What follows belongs to an exercise in optimizing a design on an open flow for small area, a short achievable clock period and few clock cycles; a production flow would make more cautious choices. Where RTL was checked, it was by simulation tests only, not by an equivalence proof against the original. For runs 1 to 5, only the layout was checked, not whether the RTL still works. Power is estimated from default activity; no workload was simulated.

**flow/config.mk**
```make
export PLATFORM = sky130hd
export DESIGN_NAME = laser_stripe_center_extract
export DESIGN_NICKNAME = laser_stripe_center_extract
export VERILOG_FILES = /design/flow/design.v
export SDC_FILE = /design/flow/constraint.sdc
export NUM_CORES = 4
export LEC_CHECK = 0
export CAP_MARGIN = 20
export CORE_MARGIN = 2
export CORE_UTILIZATION = 60
export SLEW_MARGIN = 20
```
**flow/design.v**
```verilog
package lsce_pkg;
  localparam int COL_W    = 12;
  localparam int ROW_W    = 12;
  localparam int CENTRE_W = 20;
  function automatic logic uge16(input logic [15:0] x, input logic [15:0] z);
    logic [15:0] gt, eq;
    gt = x & ~z;
    eq = ~(x ^ z);
    for (int w = 1; w < 16; w = w * 2) begin
      for (int i = 0; i + w < 16; i = i + 2 * w) begin
        gt[i] = gt[i+w] | (eq[i+w] & gt[i]);
        eq[i] = eq[i+w] & eq[i];
      end
    end
    uge16 = gt[0] | eq[0];
  endfunction
  function automatic logic sge9(input logic [8:0] x, input logic [8:0] z);
    sge9 = uge16({7'd0, ~x[8], x[7:0]}, {7'd0, ~z[8], z[7:0]});
  endfunction
  function automatic logic sge10(input logic [9:0] x, input logic [9:0] z);
    sge10 = uge16({6'd0, ~x[9], x[8:0]}, {6'd0, ~z[9], z[8:0]});
  endfunction
  function automatic logic sge13(input logic [12:0] x, input logic [12:0] z);
    sge13 = uge16({3'd0, ~x[12], x[11:0]}, {3'd0, ~z[12], z[11:0]});
  endfunction
endpackage
module lsce_front (
  input  logic        clk,
  input  logic        rst_n,
  input  logic        in_push,
  output logic        in_full,
  input  logic [7:0]  in_pixel,
  input  logic        in_row_end,
  input  logic        in_frame_end,
  input  logic [8:0]  thr,
  input  logic signed [9:0] nthr,
  input  logic        job_free,
  input  logic        job_idle_next,
  output logic        job_load,
  output logic [8:0]  job_p,
  output logic [8:0]  job_q,
  output logic [8:0]  job_s,
  output logic [8:0]  job_r,
  output logic [11:0] job_pkc,
  output logic [11:0] job_trc,
  output logic        job_found,
  input  logic        res_pop,
  input  logic        res_last,
  output logic [11:0] row_number,
  output logic        job_last
);
  logic [7:0]        pd0_r, pd1_r;
  logic [11:0]       kcm_r;         
  logic              rstart_r;      
  logic              ev_v_r;        
  logic              ev_f_r;        
  logic              ev_last_r;
  logic signed [8:0] ev_g_r;
  logic              accept, room;
  logic signed [8:0] pk1_r, tr1_r, prev_r;
  logic signed [8:0] pk0_r, pk2_r, tr0_r, tr2_r;
  logic [11:0]       pkc_r, trc_r;          
  logic              pk_pend_r, tr_pend_r, pk_at0_r, tr_at0_r, pk_ok_r, tr_ok_r;
  logic              fresh_r;               
  logic              fin_r, fin_last_r, full_r;
  logic [11:0]       row_r;
  logic signed [8:0] n_pk1, n_tr1, n_prev;
  logic signed [8:0] n_pk0, n_pk2, n_tr0, n_tr2;
  logic [11:0]       n_pkc, n_trc;
  logic              n_pk_pend, n_tr_pend, n_pk_at0, n_tr_at0, n_pk_ok, n_tr_ok, n_fresh;
  logic              upd_pk, upd_tr, fin_take, thr0, idle_next;
  logic signed [8:0] g, g0;
  assign in_full = full_r;
  assign row_number = row_r;
  assign accept  = in_push && !full_r;
  assign room    = kcm_r != 12'hfff;
  always_ff @(posedge clk) begin
    if (!rst_n) begin
      rstart_r <= 1'b1;
      ev_v_r <= 1'b0;
      ev_f_r <= 1'b0;
    end else begin
      ev_v_r <= accept && !rstart_r && room;
      ev_f_r <= accept ? in_row_end : (ev_f_r && !fin_take);
      if (accept) begin
        rstart_r <= in_row_end;
      end
    end
  end
  always_ff @(posedge clk) begin
    ev_g_r <= $signed({1'b0, in_pixel}) - $signed({1'b0, pd1_r});
    if (accept) begin
      pd1_r <= pd0_r;
      pd0_r <= in_pixel;
      if (rstart_r) begin
        kcm_r <= '0;
      end else if (room) begin
        kcm_r <= kcm_r + 12'd1;
      end
      if (in_row_end) begin
        ev_last_r <= in_frame_end;
      end
    end
  end
  always_comb begin
    g    = ev_g_r;
    g0   = fresh_r ? 9'sd0 : g;
    thr0 = thr == 9'd0;
    upd_pk = fresh_r || lsce_pkg::sge9(g, pk1_r);
    upd_tr = fresh_r || !lsce_pkg::sge9(g, tr1_r);
    n_pk1 = pk1_r;  n_pk0 = pk0_r;  n_pk2 = pk2_r;  n_pkc = pkc_r;
    n_pk_pend = pk_pend_r;  n_pk_at0 = pk_at0_r;  n_pk_ok = pk_ok_r;
    n_tr1 = tr1_r;  n_tr0 = tr0_r;  n_tr2 = tr2_r;  n_trc = trc_r;
    n_tr_pend = tr_pend_r;  n_tr_at0 = tr_at0_r;  n_tr_ok = tr_ok_r;
    n_prev = prev_r;
    n_fresh = fresh_r;
    if (ev_v_r) begin
      if (upd_pk) begin
        n_pk1 = g0;
        n_pk0 = prev_r;
        n_pk2 = '0;                           
        n_pkc = kcm_r;
        n_pk_pend = 1'b1;
        n_pk_at0 = fresh_r;
      end else if (pk_pend_r) begin
        n_pk2 = g;
        n_pk_pend = 1'b0;
      end
      if (upd_tr) begin
        n_tr1 = g0;
        n_tr0 = prev_r;
        n_tr2 = '0;
        n_trc = kcm_r;
        n_tr_pend = 1'b1;
        n_tr_at0 = fresh_r;
      end else if (tr_pend_r) begin
        n_tr2 = g;
        n_tr_pend = 1'b0;
      end
      if (fresh_r) begin
        n_pk_ok = thr0;
        n_tr_ok = thr0;
      end else begin
        n_pk_ok = pk_ok_r || lsce_pkg::sge10(10'(g), {1'b0, thr});
        n_tr_ok = tr_ok_r || lsce_pkg::sge10(nthr, 10'(g));
      end
      n_prev = g0;
      n_fresh = 1'b0;
    end
    job_load = fin_r && job_free;
    job_p    = 9'(pk1_r - pk0_r);            
    job_q    = 9'(pk1_r - pk2_r);            
    job_s    = 9'(tr2_r - tr1_r);            
    job_r    = 9'(tr0_r - tr1_r);            
    job_pkc  = pkc_r;
    job_trc  = trc_r;
    job_found = !fresh_r && pk_ok_r && tr_ok_r && !pk_at0_r && !tr_at0_r
                && (pk1_r > 9'sd0) && (tr1_r <= 9'sd0);
    job_last = fin_last_r;
    fin_take = ev_f_r && (!fin_r || job_load);
  end
  always_ff @(posedge clk) begin
    pk1_r <= n_pk1;  pk0_r <= n_pk0;  pk2_r <= n_pk2;  pkc_r <= n_pkc;
    pk_pend_r <= n_pk_pend;  pk_at0_r <= n_pk_at0;  pk_ok_r <= n_pk_ok;
    tr1_r <= n_tr1;  tr0_r <= n_tr0;  tr2_r <= n_tr2;  trc_r <= n_trc;
    tr_pend_r <= n_tr_pend;  tr_at0_r <= n_tr_at0;  tr_ok_r <= n_tr_ok;
    prev_r <= n_prev;
    if (fin_take) begin
      fin_last_r <= ev_last_r;
    end
  end
  always_ff @(posedge clk) begin
    if (!rst_n) begin
      fresh_r <= 1'b1;
      fin_r <= 1'b0;
      full_r <= 1'b0;
      row_r <= '0;
    end else begin
      fresh_r <= n_fresh || job_load;
      fin_r <= fin_take || (fin_r && !job_load);
      full_r <= (fin_take || (fin_r && !job_load)) && !job_idle_next;
      if (res_pop) begin
        if (res_last) begin
          row_r <= '0;
        end else if (row_r != 12'hfff) begin
          row_r <= row_r + 12'd1;
        end
      end
    end
  end
endmodule
module lsce_back (
  input  logic               clk,
  input  logic               rst_n,
  input  logic signed [12:0] wmin,
  input  logic signed [12:0] wmax,
  input  logic               job_load,
  input  logic [8:0]         job_p,
  input  logic [8:0]         job_q,
  input  logic [8:0]         job_s,
  input  logic [8:0]         job_r,
  input  logic [11:0]        job_pkc,
  input  logic [11:0]        job_trc,
  input  logic               job_found,
  input  logic               job_last,
  output logic               job_free,
  output logic               job_idle_next,
  output logic               out_empty,
  input  logic               out_pop,
  output logic               res_pop,
  output logic               out_found,
  output logic [lsce_pkg::CENTRE_W-1:0] out_centre_q8,
  output logic               out_last
);
  logic [9:0]  r1_r, d1_r, r2_r, d2_r;
  logic [12:0] jm_r;           
  logic [12:0] jn_r;           
  logic        ok_r, last_r;
  logic        run_r, run_n, empty_r, deliver;
  logic [4:0]  cnt_r;
  logic        found_r, olast_r;
  logic [19:0] centre_r;
  logic [10:0] t1, t2;
  logic        dg1, dg2;
  logic [9:0]  nr1, nr2;
  logic        wid_ok, eq, decide, lt, dd1_r, dd2_r, eq_r;
  logic signed [9:0]  tv, tv_inc, tv_dec, tv_step;
  logic [19:0] centre;
  assign out_empty     = empty_r;
  assign out_found     = found_r;
  assign out_centre_q8 = centre_r;
  assign out_last      = olast_r;
  assign res_pop       = out_pop && !empty_r;
  assign job_free      = !run_r;
  always_comb begin
    t1  = {r1_r, 1'b0} - {1'b0, d1_r};
    t2  = {r2_r, 1'b0} - {1'b0, d2_r};
    dg1 = !t1[10];
    dg2 = !t2[10];
    nr1 = dg1 ? t1[9:0] : {r1_r[8:0], 1'b0};
    nr2 = dg2 ? t2[9:0] : {r2_r[8:0], 1'b0};
    wid_ok = lsce_pkg::sge13(jn_r, wmin) && lsce_pkg::sge13(wmax, jn_r);
    tv = $signed(jn_r[9:0]);
    tv_inc = tv + 10'sd1;
    tv_dec = tv - 10'sd1;
    if (dd1_r && !dd2_r) begin
      tv_step = {tv[8:0], 1'b1};
    end else if (!dd1_r && dd2_r) begin
      tv_step = {tv_dec[8:0], 1'b1};
    end else begin
      tv_step = {tv[8:0], 1'b0};
    end
    eq = ((r1_r == r2_r) && (d1_r == d2_r)) || ((r1_r == '0) && (r2_r == '0));
    decide = eq_r || (dd1_r != dd2_r) || (cnt_r == 5'd29);
    lt = !eq_r && !dd1_r && dd2_r;
    centre = {jm_r + {11'h7ff, ~jn_r[9], jn_r[8]}, jn_r[7:1]};
    deliver = run_r && cnt_r == 5'd31 && empty_r;
    run_n = job_load || (run_r && !deliver);
    job_idle_next = !run_n;
  end
  always_ff @(posedge clk) begin
    if (!rst_n) begin
      run_r <= 1'b0;
      empty_r <= 1'b1;
    end else begin
      run_r <= run_n;
      if (deliver) begin
        empty_r <= 1'b0;
      end else if (out_pop) begin
        empty_r <= 1'b1;
      end
    end
  end
  always_ff @(posedge clk) begin
    if (deliver) begin
      centre_r <= centre;
      found_r <= ok_r;
      olast_r <= last_r;
    end
  end
  always_ff @(posedge clk) begin
    dd1_r <= dg1;
    dd2_r <= dg2;
    eq_r  <= eq;
    if (job_load) begin
      r1_r <= {1'b0, job_p};
      d1_r <= {1'b0, job_q};
      r2_r <= {1'b0, job_s};
      d2_r <= {1'b0, job_r};
      jm_r <= {1'b0, job_pkc};
      jn_r <= {1'b0, job_trc};
      ok_r <= job_found;
      last_r <= job_last;
      cnt_r <= '0;
    end else if (run_r && cnt_r != 5'd31) begin
      cnt_r <= cnt_r + 5'd1;
      if (cnt_r != 5'd0) begin
        r1_r <= nr1;                            
        r2_r <= nr2;
      end
      if (cnt_r == 5'd0) begin
        d1_r <= r1_r + d1_r;                    
        d2_r <= r2_r + d2_r;                    
        jn_r <= jn_r - jm_r;                    
      end else if (cnt_r == 5'd1) begin
        jn_r <= '0;                             
        if (ok_r && wid_ok) begin
          jm_r <= {jm_r[11:0], 1'b0} + jn_r;    
        end else begin
          ok_r <= 1'b0;
          jm_r <= 13'd2;
          cnt_r <= 5'd31;
        end
      end else if (cnt_r < 5'd10) begin
        jn_r[9:0] <= tv_step;                   
      end else if (decide) begin
        jn_r[9:0] <= lt ? tv : tv_inc;
        cnt_r <= 5'd31;
      end
    end
  end
endmodule
module laser_stripe_center_extract (
  input  logic                clk,
  input  logic                rst_n,
  input  logic                in_push,
  output logic                in_full,
  input  logic [7:0]          in_pixel,
  input  logic                in_row_end,
  input  logic                in_frame_end,
  output logic                out_empty,
  input  logic                out_pop,
  output logic [lsce_pkg::ROW_W-1:0]    out_row_number,
  output logic                out_found,
  output logic [lsce_pkg::CENTRE_W-1:0] out_centre_q8,
  output logic                out_last,
  input  logic                cfg_valid,
  output logic                cfg_ready,
  input  logic [1:0]          cfg_index,
  input  logic [12:0]         cfg_data
);
  logic [8:0]         thr_r;
  logic signed [9:0]  nthr_r;    
  logic signed [12:0] wmin_r, wmax_r;
  logic        job_free, job_idle_next, job_load, job_found, job_last;
  logic [8:0]  job_p, job_s;
  logic [8:0]  job_q, job_r;
  logic [11:0] job_pkc, job_trc;
  logic        res_pop;
  assign cfg_ready = 1'b1;
  always_ff @(posedge clk) begin
    if (!rst_n) begin
      thr_r  <= 9'd35;
      wmin_r <= 13'sd1;
      wmax_r <= 13'sd20;
    end else if (cfg_valid) begin
      case (cfg_index)
        2'd0: thr_r  <= cfg_data[8:0];
        2'd1: wmin_r <= $signed(cfg_data);
        2'd2: wmax_r <= $signed(cfg_data);
        default: begin
        end
      endcase
    end
  end
  always_ff @(posedge clk) begin
    nthr_r <= -$signed({1'b0, thr_r});
  end
  lsce_front u_front (
    .clk       (clk),
    .rst_n     (rst_n),
    .in_push   (in_push),
    .in_full   (in_full),
    .in_pixel  (in_pixel),
    .in_row_end(in_row_end),
    .in_frame_end(in_frame_end),
    .thr       (thr_r),
    .nthr      (nthr_r),
    .job_free  (job_free),
    .job_idle_next(job_idle_next),
    .job_load  (job_load),
    .job_p     (job_p),
    .job_q    (job_q),
    .job_s     (job_s),
    .job_r    (job_r),
    .job_pkc   (job_pkc),
    .job_trc   (job_trc),
    .job_found (job_found),
    .res_pop   (res_pop),
    .res_last  (out_last),
    .row_number(out_row_number),
    .job_last  (job_last)
  );
  lsce_back u_back (
    .clk            (clk),
    .rst_n          (rst_n),
    .wmin           (wmin_r),
    .wmax           (wmax_r),
    .job_load       (job_load),
    .job_p          (job_p),
    .job_q         (job_q),
    .job_s          (job_s),
    .job_r         (job_r),
    .job_pkc        (job_pkc),
    .job_trc        (job_trc),
    .job_found      (job_found),
    .job_last       (job_last),
    .job_free       (job_free),
    .job_idle_next  (job_idle_next),
    .out_empty      (out_empty),
    .out_pop        (out_pop),
    .res_pop        (res_pop),
    .out_found      (out_found),
    .out_centre_q8  (out_centre_q8),
    .out_last       (out_last)
  );
endmodule
```
**flow/standard.sh**
```bash
#!/bin/bash
# synth_recipe.tcl (not shown) runs the flow's synth.tcl, then flattens the netlist and writes it again
# the make line also repeats each setting of config.mk as NAME=value (left out here)
make -C /OpenROAD-flow-scripts/flow DESIGN_CONFIG=/design/flow/config.mk WORK_HOME=/design/flow/orfs CLKGATE_MAP_FILE= SYNTH_SCRIPT=/design/flow/synth_recipe.tcl "${@:-finish}"
```
**flow/flow/run.sh**
```bash
#!/bin/bash
set -euo pipefail
bash standard.sh SETUP_SLACK_MARGIN=5.2 finish > standard_flow.log 2>&1
```
**flow/constraint.sdc**
```tcl
create_clock -name core_clock -period 8.0 [get_ports {clk}]
set_input_delay 1.6000 -clock core_clock [delete_from_list [all_inputs] [get_ports {clk}]]
set_output_delay 1.6000 -clock core_clock [all_outputs]
set_load 0.01 [all_outputs]
```
==> impl_metrics.ini, run 1 <==
[status]
status = timing/DRC/antenna clean

[synthesis]
yosysWarnings = 3
yosys-top-cells-area = edfxtp_1 (35%), ha_1 (12%), dfxtp_1 (10%)
async_flop_share = 0
yosysSeqAreaShare = 0.454
synth_top_area_frac = 0.354
synth_ff_type = edfxtp_1
synth_top_cell_by_area = edfxtp_1
syn-cell-area_um2 = 17600
ys_types = 64
synthCells = 1741
syn_nets = 1958
synth_edf_count = 207
postSynthAreaPerCell_um2 = 10.1
ys_ff_latch = 295

[detailed_routing]
drt-vias-per-instance = 5.78
drtAntennaViolNets = 0
drt_iter0_markers = 941
dr.pass1.iters = 5
met3_length_mm = 2.72
drt-wirelength-per-cell_um = 18.3
routed_wl_mm = 41.8
met2_wirelength_mm = 18.5
remaining_drc_errors = 0
highest_layer = met4
m1WireLength_mm = 19.7
vias = 13200

[pwr]
powerDensity_nw_per_um2 = 224
p_leak_uw = 0.00828
max-vdd-ir-drop_uv = 178

[critical_path]
crit_fanout = 18
cp_data_required_time_ns = 8.40
worst_setup_path_start_kind = primary input
arrival_ns = 3.19
r2r-end = u_back.r2_r[2]$_DFFE_PP_
r2r_cells = 10
r2r-start = u_back.d2_r[2]$_DFFE_PP_
setup.worst_path.class = primary input to flop
cp-end-kind = flop
r2r_slack_ns = 5.28

[clocking]
clock_sinks = 295
numCtsBuffers = 34
clockBufferDepth = 3
cts_max_level = 2
cts.clk_slew.worst_paths_ns = 0.06
clk_latency_ns = 0.52
cts_tree = built
cts-root-buf = clkbuf_16

[grt]
globalRouteTotalUtil = 0.274
antenna_found_initial = 1
grt_overflow = 0
grt_pass1_vias = 12600
grt_pass1_wl_mm = 66.5
grt_max_degree = 76

[hold_path]
worstHoldPathType = flop to flop
holdPathStages = 0
min_from = u_front.pd0_r[0]$_DFFE_PP_
min_to = u_front.pd1_r[0]$_DFFE_PP_

[sta]
setup_viol = 0
max_freq_ghz = 0.359
max_slew_margin = 0.370
period_minus_slack_ns = 2.78
timing.hold.ws_ns = 0.418
fin_tns_setup_ns = 0
slew_viol_final = 0
period_share = 0.348
worst_clock_skew_ns = 0.0170
finalHoldViolations = 0
rsz0062_at_grt = true
tightest_slew_ns = 0.941

[layout]
final_cell_mix = edfxtp_1 (207), ha_1 (168), inv_1 (160), nand2_1 (151), nor2_1 (121)
syn2layout_area_growth_pct = 16.8
drive_above_1_share = 0.102
nets = 2084
stdcell_area_um2 = 20500
fillers = 2183
regArea_um2 = 8000
multi_input_area_um2 = 9110
layout_commonest_cell = edfxtp_1

[floorplanning]
initial_core_util = 0.610
coreArea_um2 = 28800
die_area_um2 = 30600
die_w_um = 175
num_rows = 62
io_pins = 67
die_height_um = 175

[placement]
globalplace.congestion = 0.883
io_buffers = 65
hpwl_mm = 29.6
place_area_um2 = 18600

[run]
maxCapViolCount = 0
-- cell usage after synthesis, types with 7 or more instances --
cell type,n
and3_1,13
nor3_1,33
clkbuf_1,37
inv_1,164
nor2b_1,35
a21o_1,24
o221ai_1,12
nand4_1,22
o21ai_0,89
mux2i_1,18
edfxtp_1,207
a31oi_1,7
dfxtp_1,88
nand2b_1,22
or3_1,16
nor2_1,123
fa_1,12
nand2_1,153
xnor2_1,96
a21boi_0,40
o211ai_1,18
nand3_1,46
a21oi_1,79
and2_1,22
nor4_1,16
o31ai_1,23
xor2_1,36
ha_1,175
nor3b_1,7
o21a_1,28
a211oi_1,11
-- final cells by class --
type                       instances  area share
timing repair buffer             133      0.0563
clock buffer                      47      0.0464
clock inverter                    15     0.00903
multi-input combinational       1239       0.444
antenna                            1    0.000122
sequential                       295       0.390
tap                              384      0.0234
inverter                         164      0.0306
-- cell families (layout without fill, tap and decap cells) --
kind of cell | after synthesis | in the layout | synth area share
buffers and inverters | 209 | 359 | 0.0466
muxes | 18 | 18 | 0.0103
and+or+nand+nor | 530 | 530 | 0.146
adders and majority gates | 187 | 187 | 0.138
xor gates and xnor gates | 132 | 132 | 0.0658
other | 1 | 2 | 0.000214
DFF | 295 | 295 | 0.454
AOI/OAI and AO/OA | 369 | 371 | 0.138
-- registers in the layout, indices dropped and copies added, names as in the netlist, 12 cells and up --
name and flops:
u_front.row_r 12, u_front.trc_r 12, u_back.jm_r 13, u_front.kcm_r 12
u_back.centre_r 20, u_front.pkc_r 12, u_back.jn_r 13, wmin_r 13
wmax_r 13
-- through the flow --
stage	std cells	setup WS, ns	total power (uW)	util
3_3_place_gp	2157	4.41	2840	0.647
3_5_place_dp	2157	4.42	2870	0.647
4_1_cts	2242	5.20	4520	0.695
6_report	2278	5.22	4590	0.712
5_1_grt	2277	5.05	4800	0.712
2_1_floorplan	1741	5.12	2610	-
-- worst max path at each step --
stage | to | slack [ns] | cells past startpoint | from
2_1_floorplan | u_front.ev_g_r[8]$_DFF_P_ | 5.12 | 10 | in_pixel[0]
3_3_place_gp | u_front.ev_g_r[8]$_DFF_P_ | 4.41 | 11 | in_pixel[0]
3_5_place_dp | u_front.ev_g_r[8]$_DFF_P_ | 4.42 | 11 | in_pixel[0]
4_1_cts | out_row_number[11] | 5.20 | 1 | u_front.row_r[11]$_SDFFE_PN0P_
5_1_grt | thr_r[6]$_SDFFE_PN0P_ | 5.05 | 5 | cfg_index[1]
6_report | thr_r[7]$_SDFFE_PN0P_ | 5.22 | 5 | cfg_index[1]
-- repair_timing --
| item | 4_1_cts | 5_1_grt |
|---|---|---|
| resized for setup | 73 | 64 |
| hold buffers | 0 | 0 |
| gates cloned | 2 | 0 |
| pin swaps | 5 | 10 |
| buffers inserted | 21 | 35 |
| endpoints found under the setup margin | 167 | 168 |
-- routing by layer --
metal,track usage,vias to the layer above
met2,0.425,383
met3,0.0311,67
li1,-,6493
met4,0.0708,0
met1,0.409,6217
met5,0,-
-- worst max-delay path, stage by stage --
cell and delay (ns):
clkdlybuf4s50_1 0.48, nor3b_2 0.81, nor2_1 0.09, a21oi_1 0.15, nor2b_1 0.06
-- power by group --
| part | switching, uW | internal (uW) |
|---|---|---|
| Combinational | 629 | 521 |
| Sequential | 115 | 1760 |
| Clock | 632 | 943 |
==> run 2, diff against run 1 <==
--- a/flow/config.mk
+++ b/flow/config.mk
@@ -9,3 +9,4 @@
 export CORE_MARGIN = 2
-export CORE_UTILIZATION = 60
+export CORE_UTILIZATION = 40
+export CTS_BUF_LIST = sky130_fd_sc_hd__clkbuf_4 sky130_fd_sc_hd__clkbuf_8
 export SLEW_MARGIN = 20
==> run 2 against run 1 <==
Clock power hardly changed. Global-route usage shrank 7.6 points. Clock-buffer cell count rose by 26. Largest power group unchanged. Cell area rose by 0.68%. Final cell count grew 10%. First-iteration DRC count rose by 10%. Register-to-register slack about the same. Synthesized area did not move. Die area up 49%. Routed wire length up 7.1%.
==> impl_metrics.ini, run 2 <==
[clocking]
cts_tree = built
clock_sinks = 295
cts_hold_buf = 0
cts-root-buf = clkbuf_8
cts_max_level = 2
cts.clk_slew.worst_paths_ns = 0.06
clk_latency_ns = 0.61
numCtsBuffers = 51
clockBufferDepth = 3

[detailed_routing]
drtAntennaViolNets = 0
dr.pass1.iters = 5
drt-wirelength-per-cell_um = 17.8
remaining_drc_errors = 0
vias = 13300
routed_wl_mm = 44.7
drt-vias-per-instance = 5.28
drt_iter0_markers = 1039

[sta]
finalHoldViolations = 0
slew_viol_final = 0
max_freq_ghz = 0.360
period_minus_slack_ns = 2.77
max_slew_margin = 0.498
rsz0062_at_grt = true
period_share = 0.347
fin_tns_setup_ns = 0
tightest_slew_ns = 0.747
setup_viol = 0
worst_clock_skew_ns = 0.0299

[floorplanning]
coreArea_um2 = 43200
die_w_um = 214
num_rows = 76
die_area_um2 = 45600
die_height_um = 214
initial_core_util = 0.407
io_pins = 67

[critical_path]
cp-end-kind = output pin
crit_fanout = 2
cp_slowest_stage_delay_ns = 0.42
cp_num_buf_inv = 1
path_cells = buf_2
setup.worst_path.class = flop to output pin
cp_slowest_cell = edfxtp_1
worst_setup_path_start_kind = flop
cp_data_required_time_ns = 6.40
arrival_ns = 1.17
cp_top_family = flip-flops

[grt]
grt_overflow = 0
globalRouteTotalUtil = 0.198
grt_pass1_vias = 13000
grt_pass1_wl_mm = 70.4
antenna_found_initial = 0
grt_max_degree = 81

[layout]
nets = 2104
top_register = u_back.centre_r
syn2layout_area_growth_pct = 17.6
final_cell_mix = edfxtp_1 (207), ha_1 (169), inv_1 (159), nand2_1 (151), nor2_1 (120)
drive_above_1_share = 0.143
layout_commonest_cell = edfxtp_1
num_antenna_cells = 0
largest_reg_flops = 20
regArea_um2 = 8010
multi_input_area_um2 = 9060
stdcell_area_um2 = 20600
fillers = 4058

[hold_path]
worstHoldPathType = flop to flop

[pwr]
max-vdd-ir-drop_uv = 105
powerDensity_nw_per_um2 = 222
p_leak_uw = 0.00834

[synthesis]
synth_most_common_cell = edfxtp_1
syn-cell-area_um2 = 17600
synth_top_area_frac = 0.354
yosys-top-cells-area = edfxtp_1 (35%), ha_1 (12%), dfxtp_1 (10%)
synth_edf_count = 207
yosysSeqAreaShare = 0.454
ys_types = 64
async_flop_share = 0
synth_top_cell_by_area = edfxtp_1
synth_common_cells = edfxtp_1 (207), ha_1 (175), inv_1 (164)
ys_ff_latch = 295
synthCells = 1741
postSynthAreaPerCell_um2 = 10.1
synth_ff_type = edfxtp_1
yosysWarnings = 3
syn_nets = 1958

[placement]
place_area_um2 = 18900
hpwl_mm = 31.4
io_buffers = 65
globalplace.congestion = 0.822

[run]
maxCapViolCount = 0

[status]
status = timing/DRC/antenna clean
[run 2: cell counts after synthesis]
Identical to the previous run, type by type.
[run 2: power by group]
group	total (uW)	internal (uW)	switching [uW]
registers	1870	1760	119
clock network	1560	915	647
logic	1150	514	632
[run 2: cell families after synthesis]
kind of cell,after synthesis,synth area share
AND/OR/NAND/NOR,530,0.146
adder cells (fa/ha/maj),187,0.138
multiplexers,18,0.0103
XOR/XNOR,132,0.0658
AO/OA/AOI/OAI,369,0.138
other,1,0.000214
flip-flops,295,0.454
buffers and inverters,209,0.0466
[run 2: final cells by class]
cell class,instances,share of cell area
clock buffer,73,0.0450
clock inverter,22,0.0119
inverter,164,0.0304
multi-input combinational,1239,0.439
sequential,295,0.388
tap,585,0.0355
timing repair buffer,136,0.0501
[run 2: through the flow]
step,util,hold slack (ns),std cells,worst slack (ns),total power [uW]
3_3_place_gp,0.437,0.402,2356,4.39,2850
5_1_grt,0.478,0.424,2514,5.16,4820
6_report,0.478,0.417,2514,5.23,4580
2_1_floorplan,-,0.377,1741,5.12,2610
4_1_cts,0.470,0.419,2486,5.08,4550
3_5_place_dp,0.437,0.405,2356,4.37,2880
[run 2: worst paths after layout]
path	start	to	slack, ns	cells past startpoint
worst min-delay path	u_front.pd0_r[2]$_DFFE_PP_	u_front.pd1_r[2]$_DFFE_PP_	0.42	0
worst min register to register	u_front.pd0_r[2]$_DFFE_PP_	u_front.pd1_r[2]$_DFFE_PP_	0.42	0
worst max register to register	u_back.jn_r[9]$_DFFE_PP_	u_back.ok_r$_SDFFCE_PN0P_	5.29	10
worst max-delay path	u_back.olast_r$_DFFE_PP_	out_last	5.23	1
[run 2: routing by layer]
metal / GRT usage / vias up / wire length (um) / part of all wire
li1: - / 6530 / - / -
met1: 0.282 / 6313 / 20700 / 0.46
met2: 0.310 / 351 / 20100 / 0.45
met3: 0.0318 / 77 / 2790 / 0.062
met4: 0.0594 / 0 / 1120 / 0.025
met5: 0 / - / 0 / 0
[run 2: what timing repair did]
action | CTS | global route
setup endpoints to repair | 196 | 75
pin swaps | 0 | 16
setup buffers | 33 | 28
gates cloned | 2 | 0
gates resized for setup | 183 | 45
==> run 3, diff against run 2 <==
==> flow/flow/run.sh (replaced) <==
#!/bin/bash
set -euo pipefail
bash standard.sh SETUP_SLACK_MARGIN=5.5 finish > standard_flow.log 2>&1
--- a/flow/config.mk
+++ b/flow/config.mk
@@ -10,3 +10,2 @@
 export CORE_UTILIZATION = 40
-export CTS_BUF_LIST = sky130_fd_sc_hd__clkbuf_4 sky130_fd_sc_hd__clkbuf_8
 export SLEW_MARGIN = 20
==> run 3 against run 2 <==
Still clean on timing, DRC and antenna. Final cell count up 2.9%. Routed wire length up 5.1%. Total power is 5.3% higher. Non-clock buffer count increased by 105. Sequential share of layout area decreased by 3.1 points. Synthesized area unchanged. Clock skew fell by 0.0037 ns. Critical endpoint unchanged.
==> impl_metrics.ini, run 3 <==
[clocking]
cts-root-buf = clkbuf_16
cts_tree = built
cts.clk_slew.worst_paths_ns = 0.06
cts_hold_buf = 0
clockBufferDepth = 3
clock_sinks = 295
numCtsBuffers = 34
clk_latency_ns = 0.55
cts_max_level = 2

[layout]
fillers = 3844
largest_reg_flops = 20
num_antenna_cells = 0
drive_above_1_share = 0.229
final_cell_mix = edfxtp_1 (207), ha_1 (155), nand2_1 (147), inv_1 (146), buf_4 (131)
nets = 2194
syn2layout_area_growth_pct = 27.9
top_register = u_back.centre_r
layout_commonest_cell = edfxtp_1
final_cell_count_no_fill = 2588

[synthesis]
async_flop_share = 0
synth_most_common_cell = edfxtp_1
synthCells = 1741
yosysSeqAreaShare = 0.454
syn-cell-area_um2 = 17600
synth_top_cell_by_area = edfxtp_1
synth_top_area_frac = 0.354
ys_types = 64
ys_ff_latch = 295
synth_common_cells = edfxtp_1 (207), ha_1 (175), inv_1 (164)
postSynthAreaPerCell_um2 = 10.1
syn_nets = 1958
synth_ff_type = edfxtp_1
yosysWarnings = 3
synth_edf_count = 207
yosys-top-cells-area = edfxtp_1 (35%), ha_1 (12%), dfxtp_1 (10%)

[grt]
grt_pass1_wl_mm = 72.5
grt_overflow = 0
grt_pass1_vias = 13500
globalRouteTotalUtil = 0.203
grt_max_degree = 80
antenna_found_initial = 0

[detailed_routing]
drt_iter0_markers = 759
drtAntennaViolNets = 0
remaining_drc_errors = 0
m1WireLength_mm = 21.1
drt-wirelength-per-cell_um = 18.2
drt-vias-per-instance = 5.30
met3_length_mm = 2.92
highest_layer = met4
met2_wirelength_mm = 21.7
vias = 13700
dr.pass1.iters = 5
routed_wl_mm = 47.0

[sta]
timing.hold.ws_ns = 0.418
slew_viol_final = 0
worst_clock_skew_ns = 0.0263
setup_viol = 0
period_minus_slack_ns = 2.74
tightest_slew_ns = 0.566
finalHoldViolations = 0
max_slew_margin = 0.622
fin_tns_setup_ns = 0
max_freq_ghz = 0.365
rsz0062_at_grt = true
period_share = 0.343

[pwr]
p_int_uw = 3350
switchingPower_uw = 1480
powerDensity_nw_per_um2 = 215
clkPwrFrac = 0.323
p_leak_uw = 0.00899
switching_share = 0.307
max-vdd-ir-drop_uv = 122
pwr-share-comb = 0.291
power.total_uw = 4820
p_seq_frac = 0.386

[floorplanning]
coreArea_um2 = 43200
die_w_um = 214
die_height_um = 214
die_area_um2 = 45600
num_rows = 76
io_pins = 67
initial_core_util = 0.407

[hold_path]
holdPathStages = 0
worstHoldPathType = flop to flop
min_from = u_front.pd0_r[1]$_DFFE_PP_
min_to = u_front.pd1_r[1]$_DFFE_PP_

[critical_path]
r2r-start = u_back.r2_r[3]$_DFFE_PP_
worst_setup_path_start_kind = flop
cp_slowest_cell = edfxtp_1
setup.worst_path.class = flop to output pin
r2r-end = u_back.r2_r[8]$_DFFE_PP_
cp_data_required_time_ns = 6.40
cp_slowest_stage_delay_ns = 0.44
cp_top_family = flip-flops
arrival_ns = 1.14
r2r_cells = 9
startpoint = u_back.olast_r$_DFFE_PP_
cp-end-kind = output pin
cp_num_buf_inv = 1
path_cells = buf_2
crit_fanout = 2
r2r_slack_ns = 5.33

[placement]
globalplace.congestion = 0.855
placed_cells = 2355
hpwl_mm = 31.6
io_buffers = 65

[status]
status = timing/DRC/antenna clean

[run]
maxCapViolCount = 0
==> run 3: cells by family after synthesis <==
logic type | Yosys count | synth area share
other | 1 | 0.000214
adders and majority gates | 187 | 0.138
muxes | 18 | 0.0103
AOI/OAI and AO/OA | 369 | 0.138
and+or+nand+nor | 530 | 0.146
buffers and inverters | 209 | 0.0466
DFF | 295 | 0.454
xor gates and xnor gates | 132 | 0.0658
==> run 3: cell type report <==
cell class | instances | area [um^2] | area share
Clock buffer | 47 | 941 | 0.0419
Multi-Input combinational cell | 1241 | 9750 | 0.434
Clock inverter | 15 | 179 | 0.00797
Timing Repair Buffer | 241 | 2200 | 0.0981
Inverter | 164 | 637 | 0.0284
Tap cell | 585 | 732 | 0.0326
Sequential cell | 295 | 8010 | 0.357
==> run 3: power groups by stage <==
stage / sequential [uW] / clock (uW) / combinational, uW
after detailed placement: 1920 / 0 / 967
after global routing: 1870 / 1650 / 1540
after floorplan: 1850 / 0 / 768
after CTS: 1860 / 1590 / 1230
after global placement: 1920 / 0 / 942
final: 1860 / 1560 / 1400
==> run 3: worst reg2reg max path, stage by stage (launching register included) <==
cell      delay [ns]
edfxtp_1        0.44
ha_4            0.27
a21oi_2         0.14
and2b_1         0.19
a311o_1         0.36
a311o_1         0.41
o211ai_4        0.17
buf_6           0.17
mux2i_1         0.17
mux2i_1         0.09
==> run 3: worst max-delay path by stage <==
stage,endpoint,slack [ns],cells past startpoint
global placement,u_front.ev_g_r[8]$_DFF_P_,4.38,11
floorplan,u_front.ev_g_r[8]$_DFF_P_,5.12,10
finish,out_last,5.26,1
CTS,out_last,5.25,1
global route,out_last,5.23,1
detailed placement,u_front.ev_g_r[8]$_DFF_P_,4.36,11
==> run 3: timing repair <==
action,4_1_cts,5_1_grt
cloned,4,3
resized for setup,275,148
endpoints found under the setup margin,308,269
buffers inserted,116,48
pin swaps,48,77
==> run 3: layer usage <==
| metal | global-route usage | vias up |
|---|---|---|
| met5 | 0 | - |
| met2 | 0.328 | 336 |
| met4 | 0.0620 | 0 |
| met3 | 0.0448 | 83 |
| met1 | 0.273 | 6577 |
| li1 | - | 6713 |
==> run 3: through the flow <==
step	setup WS (ns)	util	cell area, um^2
6_report	5.26	0.520	22500
5_1_grt	5.23	0.520	22500
4_1_cts	5.25	0.496	21400
3_5_place_dp	4.36	0.440	19000
3_3_place_gp	4.38	0.440	19000
2_1_floorplan	5.12	-	17700
==> run 4, diff against run 3 <==
==> flow/flow/run.sh (replaced) <==
#!/bin/bash
set -euo pipefail
bash standard.sh SETUP_SLACK_MARGIN=5.2 finish > standard_flow.log 2>&1
--- a/flow/config.mk
+++ b/flow/config.mk
@@ -10,2 +10,5 @@
 export CORE_UTILIZATION = 40
+export CTS_BUF_LIST = sky130_fd_sc_hd__clkbuf_16
+export CTS_CLUSTER_DIAMETER = 100
+export CTS_CLUSTER_SIZE = 30
 export SLEW_MARGIN = 20
==> run 4 against run 3 <==
Still clean. Flip-flop and latch count did not move. Worst setup slack got worse by 0.20 ns. Total power fell by 19%. Global-route usage fell by 1.0 points. Combinational power fell by 19%. Cell area fell by 10%. Core utilization fell by 5.4 points. Clock power fell by 41%. Die area did not move. Sequential power barely moved. Clock skew fell by 0.0026 ns. Critical endpoint is now u_front.kcm_r[10]$_SDFFCE_PP0P_. Largest power group unchanged.
==> impl_metrics.ini, run 4 <==
[critical_path]
worst_setup_path_start_kind = primary input
startpoint = in_push
r2r-start = u_back.jn_r[9]$_DFFE_PP_
arrival_ns = 3.08
setup.worst_path.class = primary input to flop
r2r-end = u_back.ok_r$_SDFFCE_PN0P_
crit_fanout = 12
cp-end-kind = flop
r2r_cells = 10
cp_data_required_time_ns = 8.14
r2r_slack_ns = 5.28

[synthesis]
ys_types = 64
syn-cell-area_um2 = 17600
synth_top_area_frac = 0.354
synth_most_common_cell = edfxtp_1
synth_common_cells = edfxtp_1 (207), ha_1 (175), inv_1 (164)
synth_edf_count = 207
yosysWarnings = 3
yosys-top-cells-area = edfxtp_1 (35%), ha_1 (12%), dfxtp_1 (10%)
yosysSeqAreaShare = 0.454
synth_top_cell_by_area = edfxtp_1
syn_nets = 1958
ys_ff_latch = 295
postSynthAreaPerCell_um2 = 10.1
async_flop_share = 0
synth_ff_type = edfxtp_1
synthCells = 1741

[layout]
nets = 2069
layout_commonest_cell = edfxtp_1
num_antenna_cells = 0
final_cell_count_no_fill = 2445
top_register = u_back.centre_r
largest_reg_flops = 20
final_cell_mix = edfxtp_1 (207), ha_1 (165), inv_1 (163), nand2_1 (150), nor2_1 (121)
drive_above_1_share = 0.0984
syn2layout_area_growth_pct = 14.7

[floorplanning]
die_height_um = 214
io_pins = 67
die_area_um2 = 45600
coreArea_um2 = 43200
die_w_um = 214
initial_core_util = 0.407
num_rows = 76

[clocking]
clockBufferDepth = 3
cts_max_level = 1
cts-root-buf = clkbuf_16
cts_tree = built
numCtsBuffers = 15
cts_hold_buf = 0
clock_sinks = 295
cts.clk_slew.worst_paths_ns = 0.11
clk_latency_ns = 0.51

[pwr]
p_seq_frac = 0.477
powerDensity_nw_per_um2 = 195
p_leak_uw = 0.00799
switchingPower_uw = 1270
max-vdd-ir-drop_uv = 111
pwr-share-comb = 0.291
clkPwrFrac = 0.233
p_int_uw = 2650
switching_share = 0.325

[placement]
io_buffers = 65
globalplace.congestion = 0.822
hpwl_mm = 31.4
placed_cells = 2356

[grt]
globalRouteTotalUtil = 0.193
antenna_found_initial = 0
grt_pass1_wl_mm = 69.2
grt_max_degree = 81
grt_pass1_vias = 12600
grt_overflow = 0

[detailed_routing]
drt-wirelength-per-cell_um = 17.9
vias = 13000
routed_wl_mm = 43.8
drt_iter0_markers = 896
drt-vias-per-instance = 5.30
drtAntennaViolNets = 0
remaining_drc_errors = 0
dr.pass1.iters = 6

[hold_path]
min_to = u_front.pd1_r[3]$_DFFE_PP_
holdPathStages = 0
worstHoldPathType = flop to flop
min_from = u_front.pd0_r[3]$_DFFE_PP_

[sta]
period_minus_slack_ns = 2.94
rsz0062_at_grt = true
setup_viol = 0
worst_clock_skew_ns = 0.0237
max_freq_ghz = 0.340
period_share = 0.367
finalHoldViolations = 0
tightest_slew_ns = 1.04
max_slew_margin = 0.306
fin_tns_setup_ns = 0
slew_viol_final = 0

[status]
status = timing/DRC/antenna clean

[run]
maxCapViolCount = 0
## run 4: area by class of cell
type | count | area (um^2)
Multi-Input combinational cell | 1239 | 9100
Clock buffer | 16 | 400
Sequential cell | 295 | 8010
Timing Repair Buffer | 137 | 1190
Tap cell | 585 | 732
Fill cell | 4094 | 23000
Clock inverter | 9 | 77.6
Inverter | 164 | 623
## run 4: how the worst max path moves through the flow
| stage | slack [ns] | end |
|---|---|---|
| after global routing | 4.95 | u_front.kcm_r[9]$_SDFFCE_PP0P_ |
| after floorplan | 5.12 | u_front.ev_g_r[8]$_DFF_P_ |
| after detailed placement | 4.37 | u_front.ev_g_r[8]$_DFF_P_ |
| after CTS | 5.02 | u_front.ev_last_r$_DFFE_PP_ |
| final | 5.06 | u_front.kcm_r[10]$_SDFFCE_PP0P_ |
| after global placement | 4.39 | u_front.ev_g_r[8]$_DFF_P_ |
## run 4: worst max-delay path, cell delays in order
cell and delay [ns]:
clkdlybuf4s50_1 0.51, nand2b_1 0.14, nor2_1 0.82
## run 4: metal layers
layer | vias to the layer above | track usage | wire length, um
met1 | 6201 | 0.283 | 21100
met2 | 287 | 0.308 | 19800
met3 | 45 | 0.0224 | 2090
li1 | 6426 | - | -
met5 | - | 0 | 0
met4 | 0 | 0.0393 | 797
## run 4: power by group through the flow
| stage | clock network [uW] | logic [uW] | registers [uW] |
|---|---|---|---|
| final | 914 | 1140 | 1870 |
| after global routing | 990 | 1270 | 1880 |
| after CTS | 938 | 1060 | 1880 |
| after detailed placement | 0 | 951 | 1930 |
| after global placement | 0 | 926 | 1930 |
| after floorplan | 0 | 755 | 1850 |
## run 4: what timing repair did
| item | 4_1_cts | 5_1_grt |
|---|---|---|
| buffers inserted | 28 | 34 |
| cloned | 2 | 0 |
| pin swaps | 2 | 15 |
| setup endpoints to repair | 219 | 119 |
| resized for setup | 100 | 63 |
## run 4: metrics by stage
step / area [um^2] / utilization / hold WS, ns / setup WS, ns / total power [uW]
5_1_grt: 20100 / 0.466 / 0.439 / 4.95 / 4150
3_5_place_dp: 18900 / 0.437 / 0.405 / 4.37 / 2880
2_1_floorplan: 17600 / - / 0.377 / 5.12 / 2610
6_report: 20100 / 0.466 / 0.429 / 5.06 / 3930
3_3_place_gp: 18900 / 0.437 / 0.402 / 4.39 / 2850
4_1_cts: 19700 / 0.456 / 0.432 / 5.02 / 3880
## run 4: logic make-up (layout without fill, tap and decap cells)
family,count (synthesis),after routing,share of synthesized area
AO/OA/AOI/OAI,369,371,0.138
XOR/XNOR,132,132,0.0658
adder cells (fa/ha/maj),187,187,0.138
buffers and inverters,209,326,0.0466
flip-flops,295,295,0.454
multiplexers,18,18,0.0103
other,1,1,0.000214
AND/OR/NAND/NOR,530,530,0.146
==> run 5, diff against run 4 <==
--- a/flow/config.mk
+++ b/flow/config.mk
@@ -10,5 +10,5 @@
 export CORE_UTILIZATION = 40
-export CTS_BUF_LIST = sky130_fd_sc_hd__clkbuf_16
-export CTS_CLUSTER_DIAMETER = 100
-export CTS_CLUSTER_SIZE = 30
+export CTS_BUF_LIST = sky130_fd_sc_hd__clkbuf_8
+export CTS_CLUSTER_DIAMETER = 60
+export CTS_CLUSTER_SIZE = 16
 export SLEW_MARGIN = 20
==> run 5 against run 4 <==
Still clean. Non-clock buffer count rose by 4. Core utilization is essentially flat. Register-to-register slack got worse by 0.02 ns. Routed wire length increased by 1.3%. Sequential share of layout area about the same. Sequential power about the same. Synthesized area stayed put. Clock skew is 0.0048 ns lower. Clock power is 15% higher. Cell area about the same. Critical path depth down 2. Critical path type is now flop to output pin. Critical endpoint is now out_last. Largest power group unchanged. Highest routed layer unchanged.
==> impl_metrics.ini, run 5 <==
[synthesis]
postSynthAreaPerCell_um2 = 10.1
yosysSeqAreaShare = 0.454
syn-cell-area_um2 = 17600
async_flop_share = 0
synth_ff_type = edfxtp_1
synth_most_common_cell = edfxtp_1
synth_xor_area_frac = 0.0658
synth_top_area_frac = 0.354
synth-compound-area-share = 0.138
synth_top_cell_by_area = edfxtp_1
synthAdderAreaFrac = 0.138
synth_common_cells = edfxtp_1 (207), ha_1 (175), inv_1 (164)
synth_edf_count = 207
yosysWarnings = 3
synthSimpleGateAreaFrac = 0.146
syn_nets = 1958
synth_top_family_by_area = simple AND/OR/NAND/NOR gates
muxShareOfSynthArea = 0.0103
ys_ff_latch = 295
synthCells = 1741
ys_types = 64
yosys-top-cells-area = edfxtp_1 (35%), ha_1 (12%), dfxtp_1 (10%)

[pwr]
p_leak_uw = 0.00811
power.total_uw = 4050
p_int_uw = 2700
max-vdd-ir-drop_uv = 120
p_seq_frac = 0.462
clkPwrFrac = 0.259
pwr-share-comb = 0.278
switchingPower_uw = 1350
switching_share = 0.333
powerDensity_nw_per_um2 = 201

[clocking]
cts_max_level = 1
cts-root-buf = clkbuf_8
clockBufferDepth = 3
clk_latency_ns = 0.63
cts.clk_slew.worst_paths_ns = 0.10
clock_sinks = 295
cts_tree = built
numCtsBuffers = 29

[critical_path]
r2r-end = u_back.r1_r[7]$_DFFE_PP_
r2r_slack_ns = 5.26
cp_slowest_stage_delay_ns = 0.44
startpoint = u_back.olast_r$_DFFE_PP_
r2r-start = u_back.d1_r[4]$_DFFE_PP_
critPathCapture = out_last
arrival_ns = 1.24
worst_setup_path_start_kind = flop
crit_fanout = 2
cp_num_buf_inv = 1
r2r_cells = 10
path_cells = buf_2
cp_top_family = flip-flops
setup.worst_path.class = flop to output pin
cp-end-kind = output pin
cp_slowest_cell = edfxtp_1
cp.depth = 1
cp_data_required_time_ns = 6.40

[layout]
largest_reg_flops = 20
top_register = u_back.centre_r
multi_input_area_um2 = 9050
final_cell_mix = edfxtp_1 (207), ha_1 (167), inv_1 (166), nand2_1 (151), nor2_1 (122)
layout_commonest_cell = edfxtp_1
nets = 2087
num_antenna_cells = 0
fillers = 4139
regArea_um2 = 8010
drive_above_1_share = 0.126
syn2layout_area_growth_pct = 14.6

[sta]
setup_viol = 0
rsz0062_at_grt = true
slew_viol_final = 0
fin_tns_setup_ns = 0
worst_clock_skew_ns = 0.0188
max_freq_ghz = 0.353
period_minus_slack_ns = 2.84
timing.hold.ws_ns = 0.428
period_share = 0.355
fin_ws_ns = 5.16
finalHoldViolations = 0
tightest_slew_ns = 0.771
max_slew_margin = 0.482

[floorplanning]
io_pins = 67
die_w_um = 214
coreArea_um2 = 43200
die_area_um2 = 45600
num_rows = 76
die_height_um = 214
initial_core_util = 0.407

[detailed_routing]
drt_iter0_markers = 930
drtAntennaViolNets = 0
vias = 13100
drt-vias-per-instance = 5.30
routed_wl_mm = 44.4
remaining_drc_errors = 0
drt-wirelength-per-cell_um = 17.9
dr.pass1.iters = 5

[run]
maxCapViolCount = 0

[hold_path]
holdPathStages = 0
min_from = u_front.pd0_r[2]$_DFFE_PP_
worstHoldPathType = flop to flop

[placement]
hpwl_mm = 31.4
pre_cts_ws_ns = 4.37
globalplace.congestion = 0.822
io_buffers = 65

[status]
status = timing/DRC/antenna clean

[grt]
antenna_found_initial = 0
grt_pass1_wl_mm = 69.9
grt_max_degree = 81
globalRouteTotalUtil = 0.196
grt_pass1_vias = 12800
grt_overflow = 0
## run 5: cell families (layout without fill, tap and decap cells)
group | Yosys count | in the layout
buf+inv | 209 | 358
flops | 295 | 295
mux | 18 | 18
fa+ha+maj | 187 | 187
compound gates | 369 | 371
xor+xnor | 132 | 132
other cells | 1 | 1
simple gates | 530 | 530
## run 5: repair_timing
item	in CTS	in global routing
hold buffers	0	0
buffers inserted	40	25
cloned	2	0
setup endpoints to repair	188	72
pin swaps	1	14
gates resized for setup	186	39
endpoints found under the hold margin	0	0
## run 5: how the worst min path moves through the flow
stage                                 endpoint
CTS                 u_front.pd1_r[3]$_DFFE_PP_
global placement    u_front.pd1_r[7]$_DFFE_PP_
finish              u_front.pd1_r[2]$_DFFE_PP_
global route        u_front.pd1_r[2]$_DFFE_PP_
detailed placement  u_front.pd1_r[3]$_DFFE_PP_
floorplan                    nthr_r[0]$_DFF_P_
## run 5: cell type report
type	instances	area share
multi-input combinational	1239	0.450
sequential	295	0.398
timing repair buffer	141	0.0530
tap	585	0.0364
inverter	164	0.0311
clock buffer	30	0.0205
clock inverter	23	0.0113
## run 5: power groups by stage
stage,Combinational (uW),Clock [uW],Sequential [uW]
floorplan,755,0,1850
global route,1260,1130,1880
CTS,1060,1080,1870
finish,1130,1050,1870
global placement,926,0,1930
detailed placement,951,0,1930
## run 5: routing by layer
layer	part of all wire	track usage	up-vias
li1	-	-	6473
met1	0.47	0.283	6275
met2	0.45	0.307	306
met3	0.056	0.0267	72
met4	0.027	0.0575	0
met5	0	0	-
## run 5: metrics by stage
stage / std cells / utilization / area [um^2]
after global routing: 2477 / 0.466 / 20100
after CTS: 2451 / 0.458 / 19800
final: 2477 / 0.466 / 20100
after floorplan: 1741 / - / 17600
after global placement: 2356 / 0.437 / 18900
after detailed placement: 2356 / 0.437 / 18900
==> run 6, diff against run 5 <==
--- a/flow/design.v
+++ b/flow/design.v
@@ -35,3 +35,2 @@
   input  logic [8:0]  thr,
-  input  logic signed [9:0] nthr,
   input  logic        job_free,
@@ -62,3 +61,3 @@
   logic [11:0]       pkc_r, trc_r;          
-  logic              pk_pend_r, tr_pend_r, pk_at0_r, tr_at0_r, pk_ok_r, tr_ok_r;
+  logic              pk_pend_r, tr_pend_r, pk_at0_r, tr_at0_r;
   logic              fresh_r;               
@@ -69,4 +68,5 @@
   logic [11:0]       n_pkc, n_trc;
-  logic              n_pk_pend, n_tr_pend, n_pk_at0, n_tr_at0, n_pk_ok, n_tr_ok, n_fresh;
-  logic              upd_pk, upd_tr, fin_take, thr0, idle_next;
+  logic              n_pk_pend, n_tr_pend, n_pk_at0, n_tr_at0, n_fresh;
+  logic              upd_pk, upd_tr, fin_take;
+  logic signed [9:0] trt;
   logic signed [8:0] g, g0;
@@ -107,3 +107,2 @@
     g0   = fresh_r ? 9'sd0 : g;
-    thr0 = thr == 9'd0;
     upd_pk = fresh_r || lsce_pkg::sge9(g, pk1_r);
@@ -111,5 +110,5 @@
     n_pk1 = pk1_r;  n_pk0 = pk0_r;  n_pk2 = pk2_r;  n_pkc = pkc_r;
-    n_pk_pend = pk_pend_r;  n_pk_at0 = pk_at0_r;  n_pk_ok = pk_ok_r;
+    n_pk_pend = pk_pend_r;  n_pk_at0 = pk_at0_r;
     n_tr1 = tr1_r;  n_tr0 = tr0_r;  n_tr2 = tr2_r;  n_trc = trc_r;
-    n_tr_pend = tr_pend_r;  n_tr_at0 = tr_at0_r;  n_tr_ok = tr_ok_r;
+    n_tr_pend = tr_pend_r;  n_tr_at0 = tr_at0_r;
     n_prev = prev_r;
@@ -139,9 +138,2 @@
       end
-      if (fresh_r) begin
-        n_pk_ok = thr0;
-        n_tr_ok = thr0;
-      end else begin
-        n_pk_ok = pk_ok_r || lsce_pkg::sge10(10'(g), {1'b0, thr});
-        n_tr_ok = tr_ok_r || lsce_pkg::sge10(nthr, 10'(g));
-      end
       n_prev = g0;
@@ -156,3 +148,6 @@
     job_trc  = trc_r;
-    job_found = !fresh_r && pk_ok_r && tr_ok_r && !pk_at0_r && !tr_at0_r
+    trt = 10'(tr1_r) + $signed({1'b0, thr});
+    job_found = !fresh_r && !pk_at0_r && !tr_at0_r
+                && lsce_pkg::sge10(10'(pk1_r), {1'b0, thr})    
+                && (trt[9] || trt == 10'sd0)                    
                 && (pk1_r > 9'sd0) && (tr1_r <= 9'sd0);
@@ -163,5 +158,5 @@
     pk1_r <= n_pk1;  pk0_r <= n_pk0;  pk2_r <= n_pk2;  pkc_r <= n_pkc;
-    pk_pend_r <= n_pk_pend;  pk_at0_r <= n_pk_at0;  pk_ok_r <= n_pk_ok;
+    pk_pend_r <= n_pk_pend;  pk_at0_r <= n_pk_at0;
     tr1_r <= n_tr1;  tr0_r <= n_tr0;  tr2_r <= n_tr2;  trc_r <= n_trc;
-    tr_pend_r <= n_tr_pend;  tr_at0_r <= n_tr_at0;  tr_ok_r <= n_tr_ok;
+    tr_pend_r <= n_tr_pend;  tr_at0_r <= n_tr_at0;
     prev_r <= n_prev;
@@ -342,3 +337,2 @@
   logic [8:0]         thr_r;
-  logic signed [9:0]  nthr_r;    
   logic signed [12:0] wmin_r, wmax_r;
@@ -365,5 +359,2 @@
   end
-  always_ff @(posedge clk) begin
-    nthr_r <= -$signed({1'b0, thr_r});
-  end
   lsce_front u_front (
@@ -377,3 +368,2 @@
     .thr       (thr_r),
-    .nthr      (nthr_r),
     .job_free  (job_free),
==> run 6 against run 5 <==
Register-to-register slack improved by 0.03 ns. Global-route usage rose by 0.23 points. Cell area decreased by 0.41%. Final cell count down 0.40%. Clock skew is 0.0031 ns higher. Worst setup slack improved by 0.022 ns. Synthesized cell count fell by 0.92%. First-iteration DRC count is 0.32% lower. Critical endpoint unchanged. Highest routed layer unchanged.
==> impl_metrics.ini, run 6 <==
[clocking]
clockBufferDepth = 3
cts_max_level = 1
cts-root-buf = clkbuf_8
numCtsBuffers = 31
cts.clk_slew.worst_paths_ns = 0.10
clock_sinks = 283
cts_hold_buf = 0
cts_tree = built
clk_latency_ns = 0.64

[synthesis]
synth_top_area_frac = 0.355
yosys-top-cells-area = edfxtp_1 (35%), ha_1 (12%), dfxtp_1 (9.0%)
synth_edf_count = 205
synth_common_cells = edfxtp_1 (205), ha_1 (172), inv_1 (156)
syn-cell-area_um2 = 17400
async_flop_share = 0
synth_top_cell_by_area = edfxtp_1
postSynthAreaPerCell_um2 = 10.1
yosysSeqAreaShare = 0.445
yosysWarnings = 3
synthCells = 1725
ys_types = 77
synth_most_common_cell = edfxtp_1
syn_nets = 1940
ys_ff_latch = 283
synth_ff_type = edfxtp_1

[critical_path]
cp_data_required_time_ns = 6.40
cp.depth = 1
cp_top_family = flip-flops
cp-end-kind = output pin
setup.worst_path.class = flop to output pin
cp_slowest_stage_delay_ns = 0.41
r2r_cells = 10
cp_slowest_cell = edfxtp_1
worst_setup_path_start_kind = flop
arrival_ns = 1.21
path_cells = buf_2
crit_fanout = 2
cp_num_buf_inv = 1

[grt]
grt_pass1_vias = 12600
grt_overflow = 0
grt_pass1_wl_mm = 69.8
grt_max_degree = 79
antenna_found_initial = 0
globalRouteTotalUtil = 0.198

[layout]
nets = 2071
fillers = 4147
syn2layout_area_growth_pct = 15.5
regArea_um2 = 7760
final_util = 0.466
drive_above_1_share = 0.136
top_register = u_back.centre_r
multi_input_area_um2 = 9150
largest_reg_flops = 20
final_cell_count_no_fill = 2467
final_cell_mix = edfxtp_1 (205), ha_1 (167), inv_1 (152), nand2_1 (152), nor2_1 (115)
layout_commonest_cell = edfxtp_1

[placement]
pre_cts_ws_ns = 4.33
hpwl_mm = 31.7
placed_cells = 2340
globalplace.congestion = 0.855
io_buffers = 65

[sta]
worst_clock_skew_ns = 0.0219
period_share = 0.352
rsz0062_at_grt = true
fin_tns_setup_ns = 0
setup_viol = 0
period_minus_slack_ns = 2.81
slew_viol_final = 0
finalHoldViolations = 0
max_slew_margin = 0.346
fin_ws_ns = 5.19
max_freq_ghz = 0.355
tightest_slew_ns = 0.975

[detailed_routing]
drt_iter0_markers = 927
drt-vias-per-instance = 5.26
remaining_drc_errors = 0
dr.pass1.iters = 6
drtAntennaViolNets = 0
drt-wirelength-per-cell_um = 18.1
vias = 13000
routed_wl_mm = 44.6

[floorplanning]
num_rows = 76
io_pins = 67
die_area_um2 = 45100
initial_core_util = 0.404
coreArea_um2 = 43000
die_w_um = 212
die_height_um = 212

[pwr]
power.total_uw = 4000
p_seq_frac = 0.447
max-vdd-ir-drop_uv = 142
switchingPower_uw = 1320
clkPwrFrac = 0.285
switching_share = 0.331
pwr-share-comb = 0.268
p_leak_uw = 0.00794
p_int_uw = 2670
powerDensity_nw_per_um2 = 199

[hold_path]
worstHoldPathType = flop to flop
holdPathStages = 0

[status]
status = timing/DRC/antenna clean

[run]
maxCapViolCount = 0
[run 6: stage by stage]
stage	cell area, um^2	hold slack, ns
6_report	20000	0.431
5_1_grt	20000	0.434
2_1_floorplan	17400	0.400
3_3_place_gp	18700	0.402
3_5_place_dp	18700	0.406
4_1_cts	19700	0.427
[run 6: repair_timing]
item	4_1_cts	5_1_grt
setup endpoints to repair	165	166
resized for setup	194	27
cloned	2	1
buffers inserted	38	27
pin swaps	1	8
[run 6: layer usage]
metal / vias up / wire, um / track usage
met4: 0 / 993 / 0.0576
met2: 263 / 21100 / 0.332
met1: 6221 / 20700 / 0.271
met5: - / 0 / 0
met3: 64 / 1770 / 0.0225
li1: 6434 / - / -
[run 6: logic make-up after synthesis]
group	count (synthesis)	synth area share
other cells	1	0.000216
flops	283	0.445
fa+ha+maj	185	0.139
mux	25	0.0146
simple gates	535	0.151
xor+xnor	143	0.0726
compound gates	353	0.132
buf+inv	200	0.0454
[run 6: power by group through the flow]
stage / logic (uW) / registers, uW / clock network, uW
floorplan: 735 / 1780 / 0
CTS: 992 / 1790 / 1170
global placement: 900 / 1840 / 0
detailed placement: 923 / 1840 / 0
global route: 1190 / 1790 / 1220
finish: 1070 / 1790 / 1140
[run 6: layout make-up]
class                   count  share of cell area
clock inverters            25              0.0152
inverters                 156              0.0298
well taps                 585              0.0365
diodes                      2            0.000250
clock buffers              32              0.0220
flip-flops and latches    283               0.387
repair buffers            139              0.0526
multi-input cells        1245               0.456
[run 6: path summary, 6_finish.rpt]
kind | from | endpoint | slack, ns
setup reg to reg | u_back.jn_r[1]$_DFFE_PP_ | u_back.jn_r[11]$_DFFE_PP_ | 5.29
setup / recovery | u_back.olast_r$_DFFE_PP_ | out_last | 5.19
hold reg to reg | u_front.pd0_r[4]$_DFFE_PP_ | u_front.pd1_r[4]$_DFFE_PP_ | 0.43
hold / removal | u_front.pd0_r[4]$_DFFE_PP_ | u_front.pd1_r[4]$_DFFE_PP_ | 0.43
Testbench counts of run 6, summed over its fixed seeds: cycles 85,204.

-- re-timing with driven ports --
Ports are ideal in the flow. The routed layouts listed here were re-timed in OpenROAD.
Step 1, drivers: a clkbuf_16 drives clk and a buf_2 each remaining input, both assumed.
Step 2 also shifts input and output timing later by t, the mid clock arrival at the registers, as if the neighbouring blocks saw the same clock.
Three values: ideal, step 1, step 2; two values: the first two.
run | shift t [ns] | setup slack, ns | slew at the worst register clock pin (ns) | cell pins on the clock port's net
run 1 | 0.561 | 5.215 / 5.186 / 4.684 | 0.07 / 0.07 | 1
run 2 | 0.646 | 5.226 / 5.176 / 4.704 | 0.08 / 0.08 | 1
run 3 | 0.584 | 5.258 / 5.206 / 4.882 | 0.06 / 0.06 | 1
run 4 | 0.551 | 5.062 / 5.088 / 4.537 | 0.12 / 0.12 | 1
run 5 | 0.668 | 5.163 / 5.112 / 4.664 | 0.11 / 0.11 | 1
run 6 | 0.681 | 5.185 / 5.136 / 4.599 | 0.10 / 0.10 | 1
After both steps setup and hold are still met in every run listed. The setup slack of run 6, which loses most, moves by -0.049 ns with the drivers and by -0.586 ns with both steps.
